This is an optimization exercise on Yosys and OpenROAD, whose aim is small area, a short achievable clock period and few clock cycles per item, not a production implementation.
Where RTL was checked, it was by simulation tests only, not by an equivalence proof against the original.

==> inputs of cedar <==
==> flow/design.v (excerpt) <==
module yuvToRgbTop (
  input  wire                       Clock_50_I,
  input  wire                       Resetn,
  input  wire [31:0]                inPair,
  input  wire                       inValid,
  input  wire                       rgbReady,
  input  wire                       cfgWrite,
  input  wire [8:0]                 cfgData,
  output logic                      inReady,
  output logic [48:0]               rgbPair,
  output logic                      rgbValid,
  output logic [8:0]                lineLength,
  output logic                      cfgError
);
Settings: LEC_CHECK=0, CAP_MARGIN=20, CORE_MARGIN=2, CORE_UTILIZATION=60, SETUP_SLACK_MARGIN=5, SLEW_MARGIN=20; clock period 11.0 ns.
standard.sh (not shown) runs the stock make flow with config.mk's settings and CLKGATE_MAP_FILE= SYNTH_SCRIPT=/design/flow/synth_recipe.tcl, a recipe that flattens the netlist after the stock synthesis.
==> flow/flow/run.sh <==
#!/bin/bash
set -euo pipefail
bash ./standard.sh SETUP_SLACK_MARGIN=7.3 MATCH_CELL_FOOTPRINT=0 finish > standard_flow.log 2>&1
==> inputs of lagoon, as changes to cedar <==
==> flow/flow/run.sh (replaced) <==
#!/bin/bash
set -euo pipefail
bash ./standard.sh SETUP_SLACK_MARGIN=7.0 MATCH_CELL_FOOTPRINT=0 finish > standard_flow.log 2>&1
==> run summary <==
Initial antenna violation count: lagoon 0; cedar 2
Sum of met2 wire segment lengths after detailed routing: lagoon 40.1 mm; cedar 42.1 mm
Number of vias per cell after detailed routing: lagoon 5.27; cedar 5.29
Status: lagoon complete, no violations; cedar complete, no violations
Per-cell routed wire length: lagoon 18.6 um; cedar 19.0 um
Core utilization of the finished layout: lagoon 69.9%; cedar 72.2%
Hold EP: lagoon yO[0][5]; cedar yO[2][7]
Layout buffer count excluding clock buffers: lagoon 278; cedar 384
Fill count: lagoon 4691; cedar 4508
First-pass GRT wire length: lagoon 132 mm; cedar 135 mm
Area of the multi-input gates: lagoon 21700 um^2; cedar 22100 um^2
Worst-case hold slack: lagoon 414 ps; cedar 413 ps
Quantity of gates resized following cts: lagoon 126; cedar 328
Cell area after placement: lagoon 41800 um^2; cedar 41900 um^2
No functional check of the RTL was part of any run of this note.


==> inputs of build 13 <==
Another version of the RTL of yuvToRgbTop (not shown whole).
Settings: LEC_CHECK=0, CAP_MARGIN=20, CORE_MARGIN=2, CORE_UTILIZATION=60, SETUP_SLACK_MARGIN=5, SLEW_MARGIN=20; clock period 11.0 ns.
==> flow/flow/run.sh <==
#!/bin/bash
set -euo pipefail
bash ./standard.sh SETUP_SLACK_MARGIN=6.9 MATCH_CELL_FOOTPRINT=0 'BUFFER_PORTS_ARGS=-buffer_cell sky130_fd_sc_hd__buf_2' finish > standard_flow.log 2>&1
==> inputs of trial 32, as changes to build 13 <==
==> flow/flow/run.sh (replaced) <==
#!/bin/bash
set -euo pipefail
bash ./standard.sh SETUP_SLACK_MARGIN=6.9 MATCH_CELL_FOOTPRINT=0 finish > standard_flow.log 2>&1
--- a/flow/config.mk
+++ b/flow/config.mk
@@ -7,6 +7,6 @@
 export LEC_CHECK = 0
 export CAP_MARGIN = 20
 export CORE_MARGIN = 2
-export CORE_UTILIZATION = 60
+export CORE_UTILIZATION = 70
 export SETUP_SLACK_MARGIN = 5
 export SLEW_MARGIN = 20
==> qor summary <==
item	build 13	trial 32
Hold path endpoint	yE[0][4]	yE[1][1]
Total number of nets in the final design	4,306	4,328
Reg2reg path depth	15	21
Worst setup skew after layout	0.0167 ns	0.0400 ns
Outcome	finished clean	finished clean
Signal buffers	272	295
Vias per inst	5.37	5.70
Multi-input gate area in the final layout	20,900 um2	21,000 um2
Final non-filler cell area	42,400 um2	43,100 um2
Clock buf/inv share	4.23%	4.19%
Clock transition at the register clock pins on the worst setup and hold paths after CTS	0.06 ns	0.07 ns
Clock insertion delay at the later pin of the skew report	0.62 ns	0.63 ns
Testbench counts of build 13, summed over its fixed seeds: cycles 4,100, items 3,972.
Testbench counts of trial 32, summed over its fixed seeds: cycles 4,100, items 3,972.


==> 05-26: inputs <==
yuvToRgbTop again, from the RTL that the note above started with.
export LEC_CHECK = 0
export CAP_MARGIN = 20
export CORE_MARGIN = 2
export CORE_UTILIZATION = 55
export SETUP_SLACK_MARGIN = 5
export SLEW_MARGIN = 20
create_clock -name core_clock -period 11.0 [get_ports {Clock_50_I}]
==> flow/flow/run.sh <==
#!/bin/bash
set -euo pipefail
bash ./standard.sh SETUP_SLACK_MARGIN=7.5 MATCH_CELL_FOOTPRINT=0 finish > standard_flow.log 2>&1
==> inputs of 07-11, as changes to 05-26 <==
==> flow/flow/run.sh (replaced) <==
#!/bin/bash
set -euo pipefail
bash ./standard.sh SETUP_SLACK_MARGIN=6.9 MATCH_CELL_FOOTPRINT=0 finish > standard_flow.log 2>&1
- CORE_UTILIZATION: 55 -> 60
- TNS_END_PERCENT: default -> 20
==> inputs of 08-09, as changes to 05-26 <==
==> flow/flow/run.sh (replaced) <==
#!/bin/bash
set -euo pipefail
bash ./standard.sh SETUP_SLACK_MARGIN=7.5 finish > standard_flow.log 2>&1
- CORE_UTILIZATION: 55 -> 40
==> notes <==
The lowest cell area belongs to 07-11, the highest to 08-09.
The lowest clock skew belongs to 07-11, the highest to 05-26.
Against 08-09, the die area of 07-11 is smaller by about 33%.
In 07-11 the wire length is lower than in 05-26, by about 4%.
Of 07-11 and 08-09, 07-11 has the higher hold slack (gap 2.3 ps).
==> figures <==
item                                                08-09          05-26          07-11
# clk buffers                                          70             67             65
Fmax                                              241 MHz        244 MHz        237 MHz
Post-detailed-route via-to-cell ratio                4.73           5.23           5.36
Instance area after placement                 40300 sq um    39700 sq um    39200 sq um
Multi-input logic portion of the cell area          48.0%          48.1%          49.1%
Outcome                          timing/DRC/antenna clean  timing/DRC/antenna clean  timing/DRC/antenna clean
Worst reg2reg setup slack                         6850 ps        6910 ps        6780 ps
Routed WL                                   80500 microns  82500 microns  79200 microns
Buffers, non-clock                                    380            391            254
N_diodes                                                1              0              0
Worst endpoint required time                     11370 ps       11380 ps       11340 ps
Testbench counts of 05-26, summed over its fixed seeds: cycles 4,100, items 3,972.
Testbench counts of 07-11, summed over its fixed seeds: cycles 4,100, items 3,972.
Testbench counts of 08-09, summed over its fixed seeds: cycles 4,100, items 3,972.

-- afterwards: timing with drivers on the ports --
No port has a modelled driver above. Below, the same layouts with a new extraction and two added sets of constraints. Step 1 (the two cells are an assumption about what drives the block):
set clk [get_ports {Clock_50_I}]
set_driving_cell -lib_cell sky130_fd_sc_hd__clkbuf_16 $clk
set_driving_cell -lib_cell sky130_fd_sc_hd__buf_2 [delete_from_list [all_inputs] $clk]
Step 2, shift: input delay + t, output delay - t, t = (earliest + latest rising clock arrival at the registers) / 2. This alone moves slack from input paths to output paths. Slacks: ideal ports / drivers / drivers and shift; pairs: ideal ports / drivers.
| run | shift t [ns] | setup slack, ns | worst hold slack (ns) | worst setup path at the end |
|---|---|---|---|---|
| cedar | 0.695 | 6.531 / 6.531 / 6.230 | 0.413 / 0.413 / 0.413 | input to register |
| lagoon | 0.689 | 6.544 / 6.544 / 6.264 | 0.414 / 0.414 / 0.414 | input to register |
| build 13 | 0.675 | 6.890 / 6.890 / 6.369 | 0.405 / 0.405 / 0.405 | input to register |
| trial 32 | 0.673 | 6.743 / 6.743 / 6.381 | 0.406 / 0.406 / 0.406 | input to register |
| 05-26 | 0.677 | 6.907 / 6.907 / 6.907 | 0.416 / 0.416 / 0.416 | register to register |
| 07-11 | 0.667 | 6.784 / 6.784 / 6.318 | 0.414 / 0.414 / 0.414 | input to register |
| 08-09 | 0.688 | 6.851 / 6.851 / 6.851 | 0.412 / 0.412 / 0.412 | register to register |
After both steps every run listed still meets setup and hold. For build 13, which loses most, drivers alone change the setup slack by 0.000 ns; drivers and shift together by -0.521 ns.
